What follows belongs to an exercise in optimizing a design on an open flow for small area, a short achievable clock period and few clock cycles per item; a production flow would make more cautious choices.
Function was checked by simulation only, so behaviour that the tests miss may differ from the original.

==> flow/design.v, too long to show whole: its modules and the start of the top module <==
// module poly_horner_seq: 1840 lines
// module phs_fa: 5 lines
module poly_horner_seq (
    input  logic               clk,
    input  logic               rst,
    input  logic               coeff_we,
    input  logic [3:0]         coeff_addr,
    input  logic signed [15:0] coeff_wdata,
    input  logic signed [15:0] x,
    input  logic               start,
    output logic               busy,
    output logic               done,
    output logic signed [31:0] sum,
    output logic               ovf
);
  // ...
==> flow/run.sh <==
#!/bin/bash
# synth_recipe.tcl (not shown) runs the flow's synth.tcl, then flattens the netlist and writes it again
# the make line also repeats each setting of config.mk as NAME=value (left out here)
make -C /OpenROAD-flow-scripts/flow DESIGN_CONFIG=/design/flow/config.mk WORK_HOME=/design/flow/orfs CLKGATE_MAP_FILE= SYNTH_SCRIPT=/design/flow/synth_recipe.tcl finish
==> flow/config.mk <==
export PLATFORM = sky130hd
export DESIGN_NAME = poly_horner_seq
export DESIGN_NICKNAME = poly_horner_seq
export VERILOG_FILES = /design/flow/design.v
export SDC_FILE = /design/flow/constraint.sdc
export NUM_CORES = 4
export LEC_CHECK = 0
export ABC_AREA = 1
export CAP_MARGIN = 20
export CORE_MARGIN = 2
export CORE_UTILIZATION = 40
export SETUP_SLACK_MARGIN = 3.5
export SLEW_MARGIN = 20
export SYNTH_HIERARCHICAL = 1
export SYNTH_MINIMUM_KEEP_SIZE = 0
==> flow/constraint.sdc <==
create_clock -name core_clock -period 9.0 [get_ports {clk}]
set_input_delay 1.8000 -clock core_clock [delete_from_list [all_inputs] [get_ports {clk}]]
set_output_delay 1.8000 -clock core_clock [all_outputs]
set_load 0.01 [all_outputs]
==> results.toml, run 1 <==
[finish]
multi_input_area_share = 0.540
finalNonFillerCells = 3097
largest_class = "multi-input combinational cells"
final-seq-area_mm2 = 0.00777
final_cell_mix = "nand2_1 (367), xor2_1 (297), o22ai_1 (264)"
seq_cell_count = 269
fillCellCount = 5325

[critical_path]
start_kind = "register"
reg2reg_slack_ns = 3.70
critical_path.endpoint_type = "register"
startpoint = "r_bneg[1]"
required_ns = 9.34

[logic_synthesis]
synth-compound-area-share = 0.109
syn_area_per_cell_um2 = 9.98
synth-seq-cells = 269
synth_area_leaders = "edfxtp_1 (27%), fa_1 (20%), xor2_1 (11%)"

[timing]
rsz0062_at_grt = "false"
maxSlewViolCount = 0
period_share = 0.589
fmax_mhz = 189

[global_routing]
grt_usage = 0.222
gr-total-overflow = 0
grt_busiest_layer = "met2"

[cts]
cts_hold_buf = 0

[die]
die_h_um = 244
core-area_mm2 = 0.0566
start_util = 0.406
ios = 75

[run_status]
status = "no timing/DRC/antenna violations"

[route]
dr.pass1.iters = 5
vias = 17600
ant_nets = 0
met1_length_mm = 27.6
routedWlPerCell_um = 21.7
Testbench counts, summed over its fixed seeds: cycles 14,440, evals 1,280.
==> run 2, diff against run 1 <==
--- a/flow/design.v
+++ b/flow/design.v
@@ -1793,20 +1793,18 @@
         if (rst) begin
             r_busy <= 1'b0;
             r_done <= 1'b0;
             r_idx  <= 4'd10;
             r_bone <= '0;
             r_btwo <= '0;
             r_bneg <= '0;
             r_cval <= '0;
-            r_c    <= '0;    
         end else begin
             r_done <= w_last;
-            r_c    <= w_cn;
             if (w_wr) r_cval[coeff_addr] <= 1'b1;
             r_idx <= w_idx_n;
             if (w_acc_st) begin
                 r_busy <= 1'b1;
                 r_bone <= w_xone;
                 r_btwo <= w_xtwo;
                 r_bneg <= w_xneg;
             end else if (r_busy) begin
@@ -1818,16 +1816,17 @@
                 end
             end
         end
     end
     always_ff @(posedge clk) begin
         if (w_wr) r_coeff[coeff_addr] <= coeff_wdata;
     end
     always_ff @(posedge clk) begin
+        r_c     <= w_cn;
         r_ge    <= w_ge;
         r_cneg  <= w_craw[15];
         if (w_acc_st | r_busy) begin
             r_acc <= w_s;
         end
         if (w_acc_st) begin
             r_ovf <= 1'b0;
         end else if (r_busy | r_done) begin
==> flow/config.mk (replaced) <==
export PLATFORM = sky130hd
export DESIGN_NAME = poly_horner_seq
export DESIGN_NICKNAME = poly_horner_seq
export VERILOG_FILES = /design/flow/design.v
export SDC_FILE = /design/flow/constraint.sdc
export NUM_CORES = 4
export LEC_CHECK = 0
export ABC_AREA = 1
export CAP_MARGIN = 0
export CORE_MARGIN = 2
export CORE_UTILIZATION = 40
export SETUP_SLACK_MARGIN = 3.7
export SLEW_MARGIN = 0
export SYNTH_HIERARCHICAL = 1
export SYNTH_MINIMUM_KEEP_SIZE = 0
export TNS_END_PERCENT = 5
==> run 2 against run 1 <==
  * Count of clock-buffer cells in the layout decreased by 2
  * Flip-flop and latch count unchanged
  * Critical path type is now register to primary output
  * Critical endpoint is now ovf
  * Largest cell class unchanged
  * Highest routed layer is now met4
  * Still clean
==> results.toml, run 2 <==
[critical_path]
crit_family = "buffers and inverters"
rr_worst_depth = 18
crit_path_max_fanout = 18
worstSetupEndpoint = "ovf"
cpPeakStageDelay_ns = 0.61
reg2reg_to = "r_ovf"
slowest_stage = "clkdlybuf4s50_1"
reg2reg_from = "r_acc[30]"
required_ns = 7.20
crit_chain = "clkinv_2 > nor4_1 > nand3_1 > o31ai_2 > inv_1 > o21ai_1 > clkdlybuf4s50_1"
crit_cells = 7
start_kind = "register"
reg2reg_slack_ns = 3.90
cp_num_buf_inv = 3
startpoint = "r_acc[15]"
crit_type = "register to primary output"
critical_path.endpoint_type = "primary output"
cp.arrival_ns = 3.35

[cts]
cts_tree = "done"
clk_pin_slew_worst_paths_ns = 0.07
cts.sinks = 269
clock_latency_ns = 0.60
cts-root-buf = "clkbuf_16"
numCtsBuffers = 30
cts_max_path_buffers = 3
htreeDepth = 1

[run]
maxCapViolations = 0

[die]
die_h_um = 244
die_area_mm2 = 0.0594
core-area_mm2 = 0.0566
start_util = 0.406
ios = 75
die_w_um = 244
rows = 87

[route]
drt_iter0_drc = 1643
via_per_inst = 5.67
ant_nets = 0
routed_wl_mm = 68.3
routedWlPerCell_um = 21.7
drc_errors = 0
vias = 17800
dr.pass1.iters = 6

[global_routing]
first_global_vias = 17900
antenna_found_initial = 0
grt_usage = 0.226
grt_max_degree = 82
gr-total-overflow = 0
grt_pass1_wl_mm = 105

[finish]
drive_gt1_frac = 0.107
nets = 2751
regMostFlops = "r_coeff"
layout_commonest_cell = "nand2_1"
final_cell_mix = "nand2_1 (361), xor2_1 (294), o22ai_1 (263)"
largest_reg_flops = 176
reg_top3 = "r_coeff (176), r_acc (32), r_c (17)"
syn2layout_area_growth_pct = 14.0

[timing]
setup_viol = 0
period_share = 0.572
tightest_slew_ns = 1.18
fin_skew_ns = 0.0147
setup_tns_ns = 0
slew_headroom = 0.210
finalCriticalPeriod_ns = 5.15
rsz0062_at_grt = "true"
maxSlewViolCount = 0
fmax_mhz = 194
finalHoldViolations = 0

[logic_synthesis]
synth-seq-cells = 269
yosys-top-cells-count = "nand2_1 (363), xor2_1 (294), o22ai_1 (263)"
yosys_warnings = 7
synth_edf_count = 208
synth.distinct_cells = 52
ys_seq_area_frac = 0.334
syn-num-nets = 2689
synthFlopType = "edfxtp_1"
netlist.area_leader.share = 0.272
synth_area_leaders = "edfxtp_1 (27%), fa_1 (20%), xor2_1 (11%)"
syn_area_per_cell_um2 = 9.97
synth_top_area_cell = "edfxtp_1"
async_flop_share = 0.152
yosysMostFrequentCell = "nand2_1"
synthCells = 2308
synth_area_mm2 = 0.0230

[run_status]
status = "no timing/DRC/antenna violations"

[place]
gp_congestion = 0.906
port_buffers = 74
dpl.hpwl_mm = 45.6

[min_path]
hold_class = "register to register"
==> run 2: worst min path at each step <==
| stage | startpoint | end | slack [ns] | depth (start not counted) |
|---|---|---|---|---|
| final | r_cval[5] | r_cval[5] | 0.46 | 2 |
| after global routing | r_cval[2] | r_cval[2] | 0.49 | 1 |
| after CTS | r_cval[5] | r_cval[5] | 0.46 | 2 |
| after detailed placement | r_cval[5] | r_cval[5] | 0.45 | 2 |
| after global placement | r_ovf | r_ovf | 0.44 | 2 |
| after floorplan | r_cval[1] | r_cval[1] | 0.43 | 2 |
==> run 2: cell families (layout without fill, tap and decap cells) <==
family	Yosys count	after routing	synth area share
other cells	0	1	0
compound gates	413	413	0.109
simple gates	615	615	0.117
xor+xnor	308	308	0.117
fa+ha+maj	342	342	0.262
flops	269	269	0.334
buf+inv	361	445	0.0616
==> run 2: cell type report <==
class / instances / area (um^2)
Antenna cell: 1 / 2.50
Clock buffer: 37 / 808
Clock inverter: 17 / 120
Fill cell: 5242 / 30400
Inverter: 206 / 892
Multi-Input combinational cell: 1678 / 14000
Sequential cell: 269 / 7690
Tap cell: 756 / 946
Timing Repair Buffer: 180 / 1700
Timing Repair inverter: 5 / 37.5
==> run 2: what timing repair did <==
| item | 4_1_cts | 5_1_grt |
|---|---|---|
| gates resized for setup | 23 | 42 |
| gates cloned | 2 | 3 |
| hold buffers | 0 | 0 |
| pin swaps | 0 | 0 |
| setup buffers | 2 | 76 |
| endpoints found under the setup margin | 16 | 18 |
==> run 2: modules after synthesis, one instance, submodules excluded <==
module | copies in the design | cell area [um^2] | flip-flops and latches
phs_fa | 214 | 20.0 | 0
poly_horner_seq | 1 | 18700 | 269
==> run 2: per-stage QoR <==
stage	setup WS (ns)	utilization	area, um^2	hold WS, ns	instances
6_report	3.85	0.463	26200	0.460	3149
5_1_grt	3.67	0.463	26200	0.492	3148
4_1_cts	3.65	0.448	25400	0.460	3069
3_5_place_dp	3.46	0.430	24400	0.446	3011
3_3_place_gp	3.49	0.430	24400	0.444	3011
2_1_floorplan	4.22	-	23000	0.427	2308
==> run 2: tightest hold or removal path, cell delays in order, from the launching register on <==
cell and delay (ns):
dfrtp_1 0.32, inv_1 0.05, o21ai_0 0.06
==> run 2: per-layer routing <==
metal / vias up / GRT usage / part of all wire / wire length [um]
li1: 7972 / - / - / -
met2: 821 / 0.351 / 0.45 / 30900
met5: - / 0 / 0 / 0
met1: 8914 / 0.313 / 0.43 / 29300
met3: 138 / 0.0447 / 0.081 / 5560
met4: 0 / 0.0838 / 0.036 / 2490
Testbench counts of run 2, summed over its fixed seeds: cycles 14,440, evals 1,280.

afterwards: timing with drivers on the ports:
In the flow no input, the clock included, has a driving cell. The finished layouts below were timed again as built, in two steps. Step 1 sets driving cells, clkbuf_16 on the clock port and buf_2 on the other inputs (assumed; they add their load-dependent delay and slew). Step 2 adds t to the input delays and takes it off the output delays; t is the mean of the earliest and latest rising clock arrival at the registers after step 1. Input paths then give back, and output paths get back, about the clock's delay inside the block. Three values: no drivers, after step 1, after step 2; two values: the first two.
run	t, ns	setup WS [ns]	worst setup path at the end	worst register clock-pin slew, ns
run 1	0.642	3.695 / 3.695 / 3.695	register to register	0.07 / 0.07
run 2	0.657	3.852 / 3.792 / 3.861	input to register	0.07 / 0.07
After both steps every run listed still meets setup and hold.
